Source: an optimization exercise on an open RTL-to-GDS flow (aim: small area and a short achievable clock period). Production flows keep margins and buffers that such runs may drop.
Function was checked by simulation only, so behaviour that the tests miss may differ from the original.
Power is estimated from default activity; no workload was simulated.

## spi_ram_ctrl
module spi_ram_ctrl (
  input  logic       clk,
  input  logic       rst_n,
  input  logic [9:0] din,
  input  logic       rx_valid,
  output logic [7:0] dout,
  output logic       tx_valid,
  output logic       cmd_err
);
Size: ~4200 cells after synthesis, roughly 2300 flip-flops.
clock: 5.0 ns
lec_check: 0
cap_margin: 20
core_margin: 2
core_utilization: 65
cts_cluster_diameter: 100
cts_cluster_size: 30
place_density: 0.75
setup_slack_margin: 2.9
slew_margin: 20
run.sh (not shown) runs the stock make flow with config.mk's settings and CLKGATE_MAP_FILE= SYNTH_SCRIPT=/design/flow/synth_recipe.tcl, a recipe that flattens the netlist after the stock synthesis.
The first run finished with timing, DRC and antenna clean.
Change:
Settings changed: GPL_ROUTABILITY_DRIVEN from default to 0, PLACE_DENSITY 0.75 to default.
The changed run finished with timing, DRC and antenna clean; design area grows by 0.73%; clock-buffer cell count shrinks by 2; fmax grows by about 1.1%; sequential power stays flat.
Change:
Settings changed: GPL_ROUTABILITY_DRIVEN 0 to default, SETUP_SLACK_MARGIN 2.9 to 2.65.
Effect: The changed run completed without violations; total power is about the same; clock-buffer cell count grows by 5; cell area falls slightly; non-clock buffer count falls by 43; wire length goes down slightly; sequential share of layout area grows by 0.71 points; setup slack gets worse by 0.039 ns.
Change:
==> flow/flow/run.sh (new file) <==
#!/bin/bash
# The standard layout, with the signal ports constrained to one die edge.
set -euo pipefail
bash standard.sh IO_CONSTRAINTS="$PWD/flow/io.tcl" finish > standard.log 2>&1
==> flow/flow/io.tcl (new file) <==
# Keep every signal port on the left edge, so the command, status and read-data
# registers sit close to their ports.
set_io_pin_constraint -pin_names {din[*] rx_valid rst_n dout[*] tx_valid cmd_err} -region left:*
==> flow/standard.sh (new file) <==
#!/bin/bash
# synth_recipe.tcl (not shown) runs the flow's synth.tcl, then flattens the netlist and writes it again
# the make line also repeats each setting of config.mk as NAME=value (left out here)
make -C /OpenROAD-flow-scripts/flow DESIGN_CONFIG=/design/flow/config.mk WORK_HOME=/design/flow/orfs CLKGATE_MAP_FILE= SYNTH_SCRIPT=/design/flow/synth_recipe.tcl "${@:-finish}"
Settings changed: SETUP_SLACK_MARGIN 2.65 to 2.9.
removed: flow/run.sh
What happened: Total power is higher slightly; count of clock-buffer cells in the layout shrinks by 4; worst hold slack is worse by 0.0082 ns; synthesized cell count stays the same; via count grows by a little under a tenth.


## run A
spi_ram_ctrl again, from the RTL that the note above started with.
## spi_ram_ctrl
module spi_ram_ctrl (
  input  logic       clk,
  input  logic       rst_n,
  input  logic [9:0] din,
  input  logic       rx_valid,
  output logic [7:0] dout,
  output logic       tx_valid,
  output logic       cmd_err
);
clock: 5.0 ns
lec_check: 0
cap_margin: 20
core_margin: 2
core_utilization: 65
cts_cluster_diameter: 100
cts_cluster_size: 30
setup_slack_margin: 3.0
slew_margin: 20
Stock flow here: none of the scripts above is used.
Run A finished every stage and its layout cleared the timing, design-rule and antenna checks.
Modified inputs, run B compared to run A
Settings: CTS_CLUSTER_DIAMETER changed from 100 to 60; SETUP_SLACK_MARGIN changed from 3.0 to 2.9.
- Run B vs. run A: count of clock-buffer cells in the layout has increased; non-clock buffering overhead in the final layout has decreased; post-route minimum period has increased; switching power total has increased.
- Number of max-cap violations essentially unchanged between run B and run A.
- Comparing run B against run A, there is no change at all in initial cell density of the core.
- Across both runs, transition time at the pin with the least slew margin was higher for run B than for run A.
- Cells: run B has more instances than run A
- Run B ended up with dout[7] as its end point of the critical path; run A ended up with cmd_err.
- Relative to run A, clock insertion delay at the later pin of the skew report increased by 0.06 ns in run B.
Input-level comparison between run C and run B:
Settings: CTS_CLUSTER_DIAMETER changed from 60 to 100.
==> comparison <==
Compared with run B, run C shows a maximum frequency that is 0.013 GHz higher.
The clock-buffer cell count reported for run C is smaller than that of run B by 8.5%.
The lower internal power contribution of run C and run B is in run C.
Final net count was lower in the run labelled run C.
A timing startpoint of the critical path of dout[3] is what run C shows, while dout[7] belongs to run B.


job 5536:
Another version of the RTL of spi_ram_ctrl (not shown whole).
Size in the first run: roughly 3800 cells after synthesis, ~2200 flip-flops, roughly 23 I/O pins.
Settings: LEC_CHECK=0, CAP_MARGIN=20, CORE_MARGIN=2, CORE_UTILIZATION=65, CTS_CLUSTER_DIAMETER=100, CTS_CLUSTER_SIZE=30, SETUP_SLACK_MARGIN=2.5, SLEW_MARGIN=20; clock period 5.0 ns.
Per the final summary, job 5536 finished and its layout is clean on timing, DRC and antenna.
The inputs of job 7592 differ from those of job 5536 as listed below.
# job 5536
export LEC_CHECK = 0
export CAP_MARGIN = 20
export CORE_MARGIN = 2
export CORE_UTILIZATION = 65
export CTS_CLUSTER_DIAMETER = 100
export CTS_CLUSTER_SIZE = 30
export SETUP_SLACK_MARGIN = 2.5
export SLEW_MARGIN = 20
create_clock -name core_clock -period 5.0 [get_ports {clk}]
# job 7592
export LEC_CHECK = 0
export CAP_MARGIN = 20
export CORE_MARGIN = 2
export CORE_UTILIZATION = 40
export SLEW_MARGIN = 20
create_clock -name core_clock -period 5.0 [get_ports {clk}]
Max total power after layout across job 7592 and job 5536: job 7592. Going from job 5536 to job 7592, total number of vias saw little to no change, combinational fraction of design power now sits lower, buffer and inverter count on the worst path moved up. When job 7592 is set beside job 5536, its number of instances in the placed design turns out to be 21% larger. Compared with job 5536, in job 7592 worst clock skew shows an increase of 35 ps; number of violations reported at the end of detailed-routing iteration 0 shows a reduction of 993. Job 7592 against job 5536: setup slack fell 870 ps, maximum clock frequency went down, die area rose 81000 sq um.
[inputs] job 9787 vs job 7592
# job 7592
export LEC_CHECK = 0
export CAP_MARGIN = 20
export CORE_MARGIN = 2
export CORE_UTILIZATION = 40
export SLEW_MARGIN = 20
create_clock -name core_clock -period 5.0 [get_ports {clk}]
# job 9787
export LEC_CHECK = 0
export CAP_MARGIN = 20
export CORE_MARGIN = 2
export CORE_UTILIZATION = 65
export SETUP_SLACK_MARGIN = 2.5
export SLEW_MARGIN = 20
create_clock -name core_clock -period 5.0 [get_ports {clk}]
==> results.txt <==
In the flow results for job 9787 and job 7592, the clock network power share is smaller on job 9787.
The synthesis-to-finish area growth of job 9787 exceeds that of job 7592 by 0.34 points.
Relative to job 7592, cell row count has decreased by 22% in job 9787.
Taking job 7592 as the reference, in job 9787 number of iterations in the first detailed-routing pass shows an increase of 3, number of setup buffers added after CTS shows an increase of 20.
Relative to job 7592, the wire length after detailed routing of job 9787 is lower by about 1.7%.
Net switching power ends up higher on job 7592.
Changes in job 3358 relative to job 9787:
# job 9787
export LEC_CHECK = 0
export CAP_MARGIN = 20
export CORE_MARGIN = 2
export CORE_UTILIZATION = 65
export SETUP_SLACK_MARGIN = 2.5
export SLEW_MARGIN = 20
create_clock -name core_clock -period 5.0 [get_ports {clk}]
# job 3358
export LEC_CHECK = 0
export CAP_MARGIN = 20
export CORE_MARGIN = 2
export CORE_UTILIZATION = 40
export SETUP_SLACK_MARGIN = 3.0
export SLEW_MARGIN = 20
create_clock -name core_clock -period 5.0 [get_ports {clk}]
--- outcome ---
DRC violation total after the first TritonRoute iteration: job 3358 vs job 9787 down 10%. | total routing usage reported by global routing | job 3358 vs job 9787 | 9.6 points lower |. Delta (job 3358 minus job 9787): multi-input gate area in the final layout grew by about 9%, peak supply drop now smaller, power saw an increase, cell count rose by 1623.

==> separate check: timing with driven ports <==
The results above use ideal ports. As a check the final layouts listed here were re-extracted and re-timed, cells and wires unchanged.
Step 1 assumes that a clkbuf_16 drives the clock port and a buf_2 every other input.
Step 2 adds t to the input delays and takes it off the output delays; t is the mean of the earliest and latest rising clock arrival at the registers after step 1. Input paths then give back, and output paths get back, about the clock's delay inside the block.
Three values: ideal ports, drivers, drivers and shift; two values: the first two.
| run | t, ns | setup WS [ns] | hold slack, ns | worst slew at a driven data input, ns | pins driven straight from the clock port |
|---|---|---|---|---|---|
| the first run of note 1 | 0.800 | 2.629 / 2.545 / 2.246 | 0.477 / 0.477 / 0.477 | 0.15 | 1 |
| the second run of note 1 | 0.786 | 2.655 / 2.578 / 2.200 | 0.485 / 0.485 / 0.485 | 0.18 | 1 |
| the third run of note 1 | 0.794 | 2.616 / 2.559 / 1.946 | 0.481 / 0.481 / 0.481 | 0.18 | 1 |
| the fourth run of note 1 | 0.803 | 2.577 / 2.532 / 2.185 | 0.473 / 0.473 / 0.473 | 0.04 | 1 |
| run A | 0.801 | 2.647 / 2.566 / 2.301 | 0.480 / 0.480 / 0.480 | 0.20 | 1 |
| run B | 0.843 | 2.583 / 2.506 / 2.013 | 0.474 / 0.474 / 0.474 | 0.16 | 1 |
| run C | 0.786 | 2.655 / 2.578 / 2.200 | 0.485 / 0.485 / 0.485 | 0.18 | 1 |
| job 5536 | 0.789 | 2.380 / 2.380 / 1.857 | 0.260 / 0.200 / 0.510 | 0.04 | 1 |
| job 7592 | 0.922 | 1.510 / 1.510 / 1.510 | 0.126 / 0.067 / 0.491 | 0.07 | 1 |
| job 9787 | 0.891 | 2.431 / 2.431 / 1.853 | 0.172 / 0.119 / 0.496 | 0.04 | 1 |
| job 3358 | 0.917 | 2.505 / 2.428 / 2.168 | 0.133 / 0.079 / 0.490 | 0.12 | 1 |
After both steps setup and hold are still met in every run listed. For the third run of note 1, which loses most, drivers alone change the setup slack by -0.057 ns; drivers and shift together by -0.670 ns.
